Background: an optimization exercise with open tools, aiming at small area and a short achievable clock period. Do not read the settings as production practice.
No functional check of the RTL was part of this run.
Power and IR drop assume default switching activity.

--- design/flow/design.v ---
package gp_imem_pkg;
  localparam int          BOOT_WORDS_DEF = 42;
  localparam logic [31:0] NOP_WORD_DEF   = 32'h0000_0000;
  localparam logic [BOOT_WORDS_DEF*32-1:0] BOOT_TABLE = {
    32'h00000000,
    32'h00000000,
    32'h00000000,
    32'h00000000,
    32'h00000000,
    32'h1000ffff,
    32'hac020000,
    32'h00431020,
    32'h24030002,
    32'h24020001,
    32'h00000000,
    32'h0bf00000,
    32'h00000000,
    32'h02000008,
    32'h26100300,
    32'h3c100000,
    32'h00000000,
    32'h11e0fffc,
    32'h31ef0001,
    32'h8d8f0004,
    32'h00000000,
    32'h15aefffe,
    32'h25ad0001,
    32'h240e0040,
    32'h240d0000,
    32'had8c0000,
    32'h358c0001,
    32'h3c0c2000,
    32'h00000000,
    32'h1540fffa,
    32'h254affff,
    32'h25290004,
    32'h25080004,
    32'had2b0000,
    32'h8d0b0000,
    32'h240a0010,
    32'h25290200,
    32'h3c090000,
    32'h25080100,
    32'h3c080000,
    32'h37bd0ff0,
    32'h3c1d1000
  };
  typedef enum logic {
    BOOT = 1'b0,
    RUN  = 1'b1
  } gp_state_e;
endpackage
module gp_imem_boot_rom #(
  parameter int                DATA_W     = 32,
  parameter int                IDX_W      = 6,
  parameter int                BOOT_WORDS = gp_imem_pkg::BOOT_WORDS_DEF,
  parameter logic [DATA_W-1:0] NOP_WORD   = DATA_W'(gp_imem_pkg::NOP_WORD_DEF)
) (
  input  logic [IDX_W-1:0]  idx,
  output logic [DATA_W-1:0] word
);
  always_comb begin
    word = NOP_WORD;
    if ((32'(idx) < BOOT_WORDS) && (32'(idx) < gp_imem_pkg::BOOT_WORDS_DEF))
      word = DATA_W'(gp_imem_pkg::BOOT_TABLE[32*idx +: 32]);
  end
endmodule
module gp_imem (
  input  logic        clk,
  input  logic        rst,
  input  logic [29:0] addr,
  input  logic        stall,
  output logic [31:0] inst,
  output logic        ready,
  input  logic        reload,
  input  logic        wr_en,
  input  logic [29:0] wr_addr,
  input  logic [31:0] wr_data,
  output logic        wr_ack,
  output logic        wr_err,
  output logic        par_err
);
  localparam int DEPTH = 64;
  localparam int BOOT_WORDS = gp_imem_pkg::BOOT_WORDS_DEF;
  logic        run_q;           
  logic        boot_q;          
  logic [31:0] boot_word_q;     
  logic [5:0]  boot_idx_q;      
  logic [5:0]  ra_q;            
  logic        ra_hi_q;         
  logic [31:0] inst_a_qn, inst_b_qn;  
  logic        wr_ack_q, wr_err_q;
  logic [31:0] mem [DEPTH];
  logic [31:0] mem_d [DEPTH];
  logic [31:0] boot_word, wdata, inst_a_dn, inst_b_dn;
  logic        boot_last, wr_accept, wr_hi, host_wen, run_d, ra_hi_d, rd_en;
  logic        hit, boot_hit, host_hit, kill, take;
  logic [5:0]  ra_d, boot_idx_d;
  logic [DEPTH-1:0] we, keep;
  logic [DEPTH-1:0] rsel [4];
  gp_imem_boot_rom u_boot_rom (
    .idx  (boot_idx_d),
    .word (boot_word)
  );
  assign boot_last = (boot_idx_q == 6'(BOOT_WORDS - 1));
  assign wr_accept = run_q & ~reload & wr_en;
  assign wr_hi     = |wr_addr[29:6];
  assign host_wen  = wr_accept & ~wr_hi;
  assign run_d     = run_q ? ~reload : boot_last;
  assign boot_idx_d = (boot_q && !boot_last) ? boot_idx_q + 6'd1 : 6'd0;
  assign ra_d      = stall ? ra_q : addr[5:0];
  assign ra_hi_d   = stall ? ra_hi_q : |addr[29:6];
  assign wdata = boot_q ? boot_word_q : wr_data;
  gp_imem_wdec u_wdec (
    .boot_idx (boot_idx_q),
    .boot     (boot_q),
    .host_idx (wr_addr[5:0]),
    .host     (host_wen),
    .we       (we),
    .keep     (keep)
  );
  for (genvar i = 0; i < DEPTH; i++) begin : g_word
    for (genvar b = 0; b < 32; b++) begin : g_bit
      gp_imem_ao22 u_cell (
        .a1 (mem[i][b]), .a2 (keep[i]), .b1 (wdata[b]), .b2 (we[i]), .y (mem_d[i][b])
      );
    end
    always_ff @(posedge clk) mem[i] <= mem_d[i];
  end
  assign rd_en    = run_d & ~ra_hi_d;
  assign boot_hit = boot_q && (boot_idx_q == ra_d);
  assign host_hit = host_wen && (wr_addr[5:0] == ra_d);
  assign hit      = boot_hit | host_hit;
  assign take     = rd_en & hit;
  assign kill     = rd_en & ~hit;
  for (genvar c = 0; c < 4; c++) begin : g_rdec
    gp_imem_rdec u_rdec (.addr (addr[5:0]), .held (ra_q), .stall (stall), .sel (rsel[c]));
  end
  for (genvar b = 0; b < 32; b++) begin : g_rd
    logic [DEPTH-1:0] col;
    for (genvar i = 0; i < DEPTH; i++) begin : g_col
      assign col[i] = mem[i][b];
    end
    gp_imem_rdhalf u_rd_a (
      .sel  (rsel[b / 8][31:0]),
      .d    (col[31:0]),
      .kill (kill),
      .take (take),
      .w    (wdata[b]),
      .yn   (inst_a_dn[b])
    );
    gp_imem_rdhalf_nb u_rd_b (
      .sel  (rsel[b / 8][63:32]),
      .d    (col[63:32]),
      .kill (kill),
      .yn   (inst_b_dn[b])
    );
  end
  always_ff @(posedge clk or negedge rst) begin
    if (!rst) begin
      run_q      <= 1'b0;
      boot_q     <= 1'b1;
      boot_word_q <= gp_imem_pkg::BOOT_TABLE[31:0];
      boot_idx_q <= '0;
      ra_q       <= '0;
      ra_hi_q    <= 1'b0;
      inst_a_qn  <= '1;
      inst_b_qn  <= '1;
      wr_ack_q   <= 1'b0;
      wr_err_q   <= 1'b0;
    end else begin
      run_q      <= run_d;
      boot_q     <= ~run_d;
      boot_word_q <= boot_word;
      boot_idx_q <= boot_idx_d;
      ra_q       <= ra_d;
      ra_hi_q    <= ra_hi_d;
      inst_a_qn  <= inst_a_dn;
      inst_b_qn  <= inst_b_dn;
      wr_ack_q   <= wr_accept;
      wr_err_q   <= wr_accept & wr_hi;
    end
  end
  assign ready   = run_q;
  assign inst    = ~(inst_a_qn & inst_b_qn);
  assign par_err = 1'b0;
  assign wr_ack  = wr_ack_q;
  assign wr_err  = wr_err_q;
endmodule
module gp_imem_wdec (
  input  logic [5:0]  boot_idx,
  input  logic        boot,
  input  logic [5:0]  host_idx,
  input  logic        host,
  output logic [63:0] we,
  output logic [63:0] keep
);
  logic [5:0] bn, hn;
  logic [7:0] blo, bhi, hlo, hhi;
  assign bn = ~boot_idx;
  assign hn = ~host_idx;
  for (genvar j = 0; j < 8; j++) begin : g_pre
    gp_imem_and3 u_blo (
      .a (j[0] ? boot_idx[0] : bn[0]), .b (j[1] ? boot_idx[1] : bn[1]),
      .c (j[2] ? boot_idx[2] : bn[2]), .y (blo[j])
    );
    gp_imem_and4 u_bhi (
      .a (j[0] ? boot_idx[3] : bn[3]), .b (j[1] ? boot_idx[4] : bn[4]),
      .c (j[2] ? boot_idx[5] : bn[5]), .d (boot), .y (bhi[j])
    );
    gp_imem_and3 u_hlo (
      .a (j[0] ? host_idx[0] : hn[0]), .b (j[1] ? host_idx[1] : hn[1]),
      .c (j[2] ? host_idx[2] : hn[2]), .y (hlo[j])
    );
    gp_imem_and3 u_hhi (
      .a (j[0] ? host_idx[3] : hn[3]), .b (j[1] ? host_idx[4] : hn[4]),
      .c (j[2] ? host_idx[5] : hn[5]), .y (hhi[j])
    );
  end
  for (genvar i = 0; i < 64; i++) begin : g_w
    gp_imem_ao32 u_we (
      .a1 (hlo[i % 8]), .a2 (hhi[i / 8]), .a3 (host), .b1 (blo[i % 8]), .b2 (bhi[i / 8]),
      .y (we[i])
    );
    gp_imem_aoi32 u_keep (
      .a1 (hlo[i % 8]), .a2 (hhi[i / 8]), .a3 (host), .b1 (blo[i % 8]), .b2 (bhi[i / 8]),
      .y (keep[i])
    );
  end
endmodule
module gp_imem_rdec (
  input  logic [5:0]  addr,
  input  logic [5:0]  held,
  input  logic        stall,
  output logic [63:0] sel
);
  logic [5:0] at, an, addr_n, held_n;
  logic [7:0] lo_n, hi_n;
  assign addr_n = ~addr;
  assign held_n = ~held;
  for (genvar k = 0; k < 6; k++) begin : g_bit
    gp_imem_mux2i u_t (.a (addr_n[k]), .b (held_n[k]), .s (stall), .y (at[k]));
    gp_imem_mux2i u_n (.a (addr[k]), .b (held[k]), .s (stall), .y (an[k]));
  end
  for (genvar j = 0; j < 8; j++) begin : g_pre
    gp_imem_nand3 u_lo (
      .a (j[0] ? at[0] : an[0]), .b (j[1] ? at[1] : an[1]), .c (j[2] ? at[2] : an[2]), .y (lo_n[j])
    );
    gp_imem_nand3 u_hi (
      .a (j[0] ? at[3] : an[3]), .b (j[1] ? at[4] : an[4]), .c (j[2] ? at[5] : an[5]), .y (hi_n[j])
    );
  end
  for (genvar i = 0; i < 64; i++) begin : g_sel
    gp_imem_nor2 u_sel (.a (lo_n[i % 8]), .b (hi_n[i / 8]), .y (sel[i]));
  end
endmodule
module gp_imem_rdhalf (
  input  logic [31:0] sel,
  input  logic [31:0] d,
  input  logic        kill,
  input  logic        take,
  input  logic        w,
  output logic        yn
);
  logic [10:0] t;    
  logic [2:0]  u;    
  for (genvar g = 0; g < 10; g++) begin : g_grp
    gp_imem_aoi222 u_aoi (
      .a0 (sel[3*g]),   .b0 (d[3*g]),
      .a1 (sel[3*g+1]), .b1 (d[3*g+1]),
      .a2 (sel[3*g+2]), .b2 (d[3*g+2]),
      .y  (t[g])
    );
  end
  gp_imem_aoi22 u_last (.a1 (sel[30]), .a2 (d[30]), .b1 (sel[31]), .b2 (d[31]), .y (t[10]));
  gp_imem_nand4 u_n0 (.a (t[0]), .b (t[1]), .c (t[2]), .d (t[3]), .y (u[0]));
  gp_imem_nand4 u_n1 (.a (t[4]), .b (t[5]), .c (t[6]), .d (t[7]), .y (u[1]));
  gp_imem_nand3 u_n2 (.a (t[8]), .b (t[9]), .c (t[10]), .y (u[2]));
  gp_imem_rdout u_out (.u (u), .kill (kill), .take (take), .w (w), .yn (yn));
endmodule
module gp_imem_rdhalf_nb (
  input  logic [31:0] sel,
  input  logic [31:0] d,
  input  logic        kill,
  output logic        yn
);
  logic [10:0] t;    
  logic [2:0]  u;    
  for (genvar g = 0; g < 10; g++) begin : g_grp
    gp_imem_aoi222 u_aoi (
      .a0 (sel[3*g]),   .b0 (d[3*g]),
      .a1 (sel[3*g+1]), .b1 (d[3*g+1]),
      .a2 (sel[3*g+2]), .b2 (d[3*g+2]),
      .y  (t[g])
    );
  end
  gp_imem_aoi22 u_last (.a1 (sel[30]), .a2 (d[30]), .b1 (sel[31]), .b2 (d[31]), .y (t[10]));
  gp_imem_nand4 u_n0 (.a (t[0]), .b (t[1]), .c (t[2]), .d (t[3]), .y (u[0]));
  gp_imem_nand4 u_n1 (.a (t[4]), .b (t[5]), .c (t[6]), .d (t[7]), .y (u[1]));
  gp_imem_nand3 u_n2 (.a (t[8]), .b (t[9]), .c (t[10]), .y (u[2]));
  gp_imem_rdout_k u_out (.u (u), .kill (kill), .yn (yn));
endmodule
module gp_imem_rdout (
  input  logic [2:0] u,
  input  logic       kill, take, w,
  output logic       yn
);
  assign yn = ~((|u & kill) | (w & take));
endmodule
module gp_imem_rdout_k (
  input  logic [2:0] u,
  input  logic       kill,
  output logic       yn
);
  assign yn = ~(|u & kill);
endmodule
module gp_imem_aoi222 (
  input  logic a0, b0, a1, b1, a2, b2,
  output logic y
);
  assign y = ~((a0 & b0) | (a1 & b1) | (a2 & b2));
endmodule
module gp_imem_ao22 (
  input  logic a1, a2, b1, b2,
  output logic y
);
  assign y = (a1 & a2) | (b1 & b2);
endmodule
module gp_imem_ao32 (
  input  logic a1, a2, a3, b1, b2,
  output logic y
);
  assign y = (a1 & a2 & a3) | (b1 & b2);
endmodule
module gp_imem_aoi32 (
  input  logic a1, a2, a3, b1, b2,
  output logic y
);
  assign y = ~((a1 & a2 & a3) | (b1 & b2));
endmodule
module gp_imem_aoi22 (
  input  logic a1, a2, b1, b2,
  output logic y
);
  assign y = ~((a1 & a2) | (b1 & b2));
endmodule
module gp_imem_mux2 (
  input  logic a, b, s,
  output logic y
);
  assign y = s ? b : a;
endmodule
module gp_imem_mux2i (
  input  logic a, b, s,
  output logic y
);
  assign y = ~(s ? b : a);
endmodule
module gp_imem_and3 (
  input  logic a, b, c,
  output logic y
);
  assign y = a & b & c;
endmodule
module gp_imem_and4 (
  input  logic a, b, c, d,
  output logic y
);
  assign y = a & b & c & d;
endmodule
module gp_imem_nand2 (
  input  logic a, b,
  output logic y
);
  assign y = ~(a & b);
endmodule
module gp_imem_nand3 (
  input  logic a, b, c,
  output logic y
);
  assign y = ~(a & b & c);
endmodule
module gp_imem_nand4 (
  input  logic a, b, c, d,
  output logic y
);
  assign y = ~(a & b & c & d);
endmodule
module gp_imem_nor2 (
  input  logic a, b,
  output logic y
);
  assign y = ~(a | b);
endmodule
module gp_imem_nor3 (
  input  logic a, b, c,
  output logic y
);
  assign y = ~(a | b | c);
endmodule
--- design/flow/flow/run.sh ---
#!/bin/bash
# Standard layout, with buf_4 as the port buffer instead of the cell buffer_ports picks by itself
# (a delay cell that repair_timing cannot resize out of its footprint).
set -euo pipefail
export BUFFER_PORTS_ARGS="-buffer_cell sky130_fd_sc_hd__buf_4"
bash standard.sh > standard.log 2>&1
--- design/flow/standard.sh ---
#!/bin/bash
# synth_recipe.tcl (not shown) runs the flow's synth.tcl, then flattens the netlist and writes it again
# the make line also repeats each setting of config.mk as NAME=value (left out here)
make -C /OpenROAD-flow-scripts/flow DESIGN_CONFIG=/design/flow/config.mk WORK_HOME=/design/flow/orfs CLKGATE_MAP_FILE= SYNTH_SCRIPT=/design/flow/synth_recipe.tcl "${@:-finish}"
--- design/flow/config.mk ---
export PLATFORM = sky130hd
export DESIGN_NAME = gp_imem
export DESIGN_NICKNAME = gp_imem
export VERILOG_FILES = /design/flow/design.v
export SDC_FILE = /design/flow/constraint.sdc
export NUM_CORES = 4
export LEC_CHECK = 0
export CAP_MARGIN = 20
export CORE_MARGIN = 2
export CORE_UTILIZATION = 45
export CTS_CLUSTER_DIAMETER = 80
export CTS_CLUSTER_SIZE = 20
export SETUP_SLACK_MARGIN = 2.5
export SLEW_MARGIN = 65
export SYNTH_HIERARCHICAL = 1
--- design/flow/constraint.sdc ---
create_clock -name core_clock -period 5.5 [get_ports {clk}]
set_input_delay 1.1000 -clock core_clock [delete_from_list [all_inputs] [get_ports {clk}]]
set_output_delay 1.1000 -clock core_clock [all_outputs]
set_load 0.01 [all_outputs]
==> impl_metrics.py <==
metrics = {
    "worst_setup_path": {
        "reg2reg_depth": 8,
        "cp_max_fo": 8,
        "reg2reg_slack_ns": 2.39,
        "r2r-end": "inst_a_qn[4]$_DFF_PN1_",
        "end_kind": "flip-flop",
        "crit_path_start_kind": "primary input",
        "r2r-start": "ra_q[2]$_DFF_PN0_",
        "worstPathArrival_ns": 3.85,
        "cp.required_ns": 6.24,
        "path_class": "primary input to flip-flop",
    },
    "min_path": {
        "hold_path.class": "primary input to asynchronous set/reset pin",
    },
    "synthesis": {
        "yosys-top-cells-count": "2048 x a22o_1, 2048 x dfxtp_1, 641 x a222oi_1, 284 x nor2_1, 141 x nand3_1",
        "synth_top_area_share_pct": 53.4,
        "synthXorXnorAreaFrac_pct": 0.205,
        "synth-simple-area-share_pct": 4.30,
        "ys_warn_count": 12,
        "synth.area.top_cells": "dfxtp_1 53%, a22o_1 23%, a222oi_1 8.4%",
        "synth_top_family_by_area": "compound AO/OA/AOI/OAI gates",
        "synth_compound_area_share_pct": 36.2,
        "postSynthCellCount": 6127,
        "seq_area_frac_synth_pct": 57.2,
        "synth_top_area_cell": "dfxtp_1",
        "synthAdderAreaFrac_pct": 0.178,
        "synthFlopType": "dfxtp_1",
        "synth_edf_count": 0,
        "ys_types": 68,
        "synth.mux.area_fraction_pct": 1.28,
        "syn_area_um2": 76800,
        "synth_nets": 6234,
        "async_flop_share_pct": 5.23,
        "syn_area_per_cell_um2": 12.5,
        "synth_seq_cells": 2161,
    },
    "global_route": {
        "grt_util_met3_pct": 8.70,
        "grt_overflow": 0,
        "grt_util_met1_pct": 46.0,
        "antenna_found_initial": 9,
        "gr-usage-met2_pct": 52.9,
        "grt_max_degree": 43,
        "grtUsageTotal_pct": 35.7,
        "top_usage_layer": "met2",
        "grt_pass1_wl_mm": 463,
        "grt_pass1_vias": 63000,
    },
    "timing": {
        "hold_violations": 0,
        "post-route-min-period_ns": 3.11,
        "relSlewSlack_pct": 58.6,
        "finalSetupViolCount": 0,
        "clock.fmax_mhz": 321,
        "fin_skew_ns": 0.0356,
        "max_slew.worst_pin.slew_ns": 0.609,
        "maxSlewViolCount": 0,
        "min_period_over_period_pct": 56.6,
        "finalHoldWorstSlack_ns": 0.108,
        "rsz0062_at_grt": "yes",
        "finalSetupTns_ns": 0,
    },
    "placement": {
        "portBuffers": 131,
        "dp_cells": 8784,
        "place_area_um2": 85700,
        "place.gp.congestion": 0.966,
        "dpl.hpwl_mm": 209,
    },
    "floorplan": {
        "die_y_um": 417,
        "io_pins": 133,
        "die-area_um2": 174000,
        "core_area_um2": 169000,
        "die_w_um": 417,
        "rows": 151,
        "start_util_pct": 45.3,
    },
    "cts": {
        "cts.sinks": 2161,
        "cts.clk_slew.worst_paths_ns": 0.09,
        "holdBufCountCts": 0,
        "cts_root_buf": "clkbuf_16",
        "insertion_delay_ns": 0.82,
        "cts_tree": "built",
        "cts_made_buffers": 120,
        "htreeDepth": 3,
        "clock_path_buffers": 3,
    },
    "outcome": {
        "status": "no timing/DRC/antenna violations",
    },
    "drt": {
        "routedWlPerCell_um": 36.0,
        "drtAntennaViolNets": 0,
        "drt_iter0_drc": 11600,
        "drtPass1Iterations": 10,
        "vias": 67200,
        "routed_wl_mm": 326,
        "via_per_inst": 7.42,
        "drc_errors": 0,
    },
    "layout": {
        "layout-drive-gt1-share_pct": 19.6,
        "stdcell_area_um2": 91200,
        "syn_to_final_growth_pct": 18.7,
        "nets": 6884,
        "fill_cells": 14200,
        "stdcell_count": 9048,
    },
    "power": {
        "p_leak_nw": 34.4,
        "ir_drop_mv": 0.353,
        "totalPowerFinal_w": 0.0487,
        "power.density_nw_per_um2": 535,
    },
    "run": {
        "drv_cap": 0,
    },
}
[stage by stage]
| stage | utilization, % | worst slack, ns |
|---|---|---|
| after floorplan | - | -0.0404 |
| after global placement | 48.9 | 0.360 |
| after detailed placement | 50.6 | 1.33 |
| after CTS | 52.9 | 2.43 |
| after global routing | 53.8 | 2.44 |
| final | 53.8 | 2.39 |
[where the power goes]
part,internal (W),switching [W]
Combinational,0.00672,0.00809
Clock,0.00421,0.00530
Sequential,0.0212,0.00322
[cell usage in the layout, fill, tap and decap left out, types with 10 or more instances in the layout]
cell type,instances
dfrtp_1,27
o21ai_0,17
nand2b_1,10
nand2_1,45
nand3_4,32
mux2_8,30
a222oi_1,641
nor2_1,96
buf_12,61
buf_1,22
o31a_1,33
nand3_2,34
xnor2_1,11
nor2_2,134
a22o_1,2048
nand3_1,75
a32o_1,63
a32oi_2,64
and3_2,17
buf_8,12
dfrtp_2,12
o31ai_2,32
inv_1,73
mux2i_2,34
buf_4,362
buf_16,21
nand4_1,134
nor2_4,56
a22oi_2,64
a21oi_2,32
mux2i_4,19
nor4_1,12
a21oi_1,20
dfstp_2,73
clkbuf_1,43
buf_6,58
clkbuf_16,125
dfxtp_1,2048
[how the worst max path moves through the flow]
stage                      start  slack, ns                      end
2_1_floorplan        wr_addr[18]      -0.04        mem[0][0]$_DFF_P_
4_1_cts                    stall       2.43   inst_a_qn[7]$_DFF_PN1_
3_3_place_gp               stall       0.36  inst_a_qn[16]$_DFF_PN1_
3_5_place_dp               stall       1.33  inst_b_qn[31]$_DFF_PN1_
5_1_grt        ra_q[1]$_DFF_PN0_       2.44   inst_a_qn[7]$_DFF_PN1_
6_report                   stall       2.39   inst_a_qn[9]$_DFF_PN1_
[kinds of logic (layout without fill, tap and decap cells)]
group           after synthesis  count (layout)
compound gates             3054            3054
flops                      2161            2161
simple gates                684             684
buf+inv                     106             807
mux                          91              91
xor+xnor                     18              18
fa+ha+maj                    11              11
other cells                   2               4
[sequential cells by signal, indices dropped and copies added (netlist names)]
signal	cells
inst_b_qn	32
inst_a_qn	32
run_q	1
boot_q	1
wr_ack_q	1
ra_q	6
boot_idx_q	6
mem	2048
wr_err_q	1
ra_hi_q	1
boot_word_q	32
[critical path, stage by stage]
cell and delay [ns]:
buf_16 0.14, buf_16 0.15, buf_8 0.17, mux2i_4 0.25
nand3_4 0.17, buf_12 0.13, buf_12 0.13, nor2_2 0.08
a222oi_1 0.45, nand4_1 0.49, o31a_1 0.45, a21oi_2 0.10
[area by class of cell]
| cell class | count | area [um2] | area share (%) |
|---|---|---|---|
| clock buffers | 164 | 3290 | 3.61 |
| repair buffers | 558 | 5620 | 6.17 |
| well taps | 2218 | 2780 | 3.04 |
| flip-flops and latches | 2161 | 43900 | 48.2 |
| multi-input cells | 3860 | 35100 | 38.5 |
| diodes | 2 | 5.00 | 0.00549 |
| inverters | 76 | 293 | 0.321 |
| clock inverters | 9 | 110 | 0.121 |
[per-module statistics from Yosys (local to each module, per instance), a selection]
module,flip-flops and latches,cell area [um2],cells inside
gp_imem_and3,0,6.26,1
gp_imem,2161,45000,2310
gp_imem_wdec,0,45.0,12
gp_imem_nand4,0,6.26,1
gp_imem_mux2i,0,10.0,1
gp_imem_nand3,0,5.00,1
gp_imem_aoi222,0,10.0,1
gp_imem_rdout,0,17.5,2
[per-layer routing]
| layer | share of wire (%) | vias to the layer above | routed length [um] |
|---|---|---|---|
| li1 | - | 27900 | - |
| met1 | 39 | 34100 | 127000 |
| met2 | 43 | 4279 | 140000 |
| met3 | 10 | 957 | 32500 |
| met4 | 8.0 | 6 | 26000 |
| met5 | 0.064 | - | 208 |
[what timing repair did]
item	CTS	global route
setup buffers	19	37
pin swaps	29	35
setup endpoints to repair	637	572
cloned	1	2
gates resized for setup	90	59

[what the ideal ports hide]
The results above use ideal ports. As a check the final layout listed here was re-extracted and re-timed, cells and wires unchanged. Step 1 (the two cells are an assumption about what drives the block):
set clk [get_ports {clk}]
set_driving_cell -lib_cell sky130_fd_sc_hd__clkbuf_16 $clk
set_driving_cell -lib_cell sky130_fd_sc_hd__buf_2 [delete_from_list [all_inputs] $clk]
Step 2 also shifts input and output timing later by t, the mid clock arrival at the registers, as if the neighbouring blocks saw the same clock. a / b / c = ideal / step 1 / step 2; a / b = the first two.
t, ns: 0.894
setup WS [ns]: 2.385 / 2.346 / 1.452
worst setup path after step 2: input to register
slew at the worst register clock pin (ns): 0.10 / 0.10
After both steps setup and hold are still met in this run. The setup slack of this run moves by -0.039 ns with the drivers and by -0.933 ns with both steps.
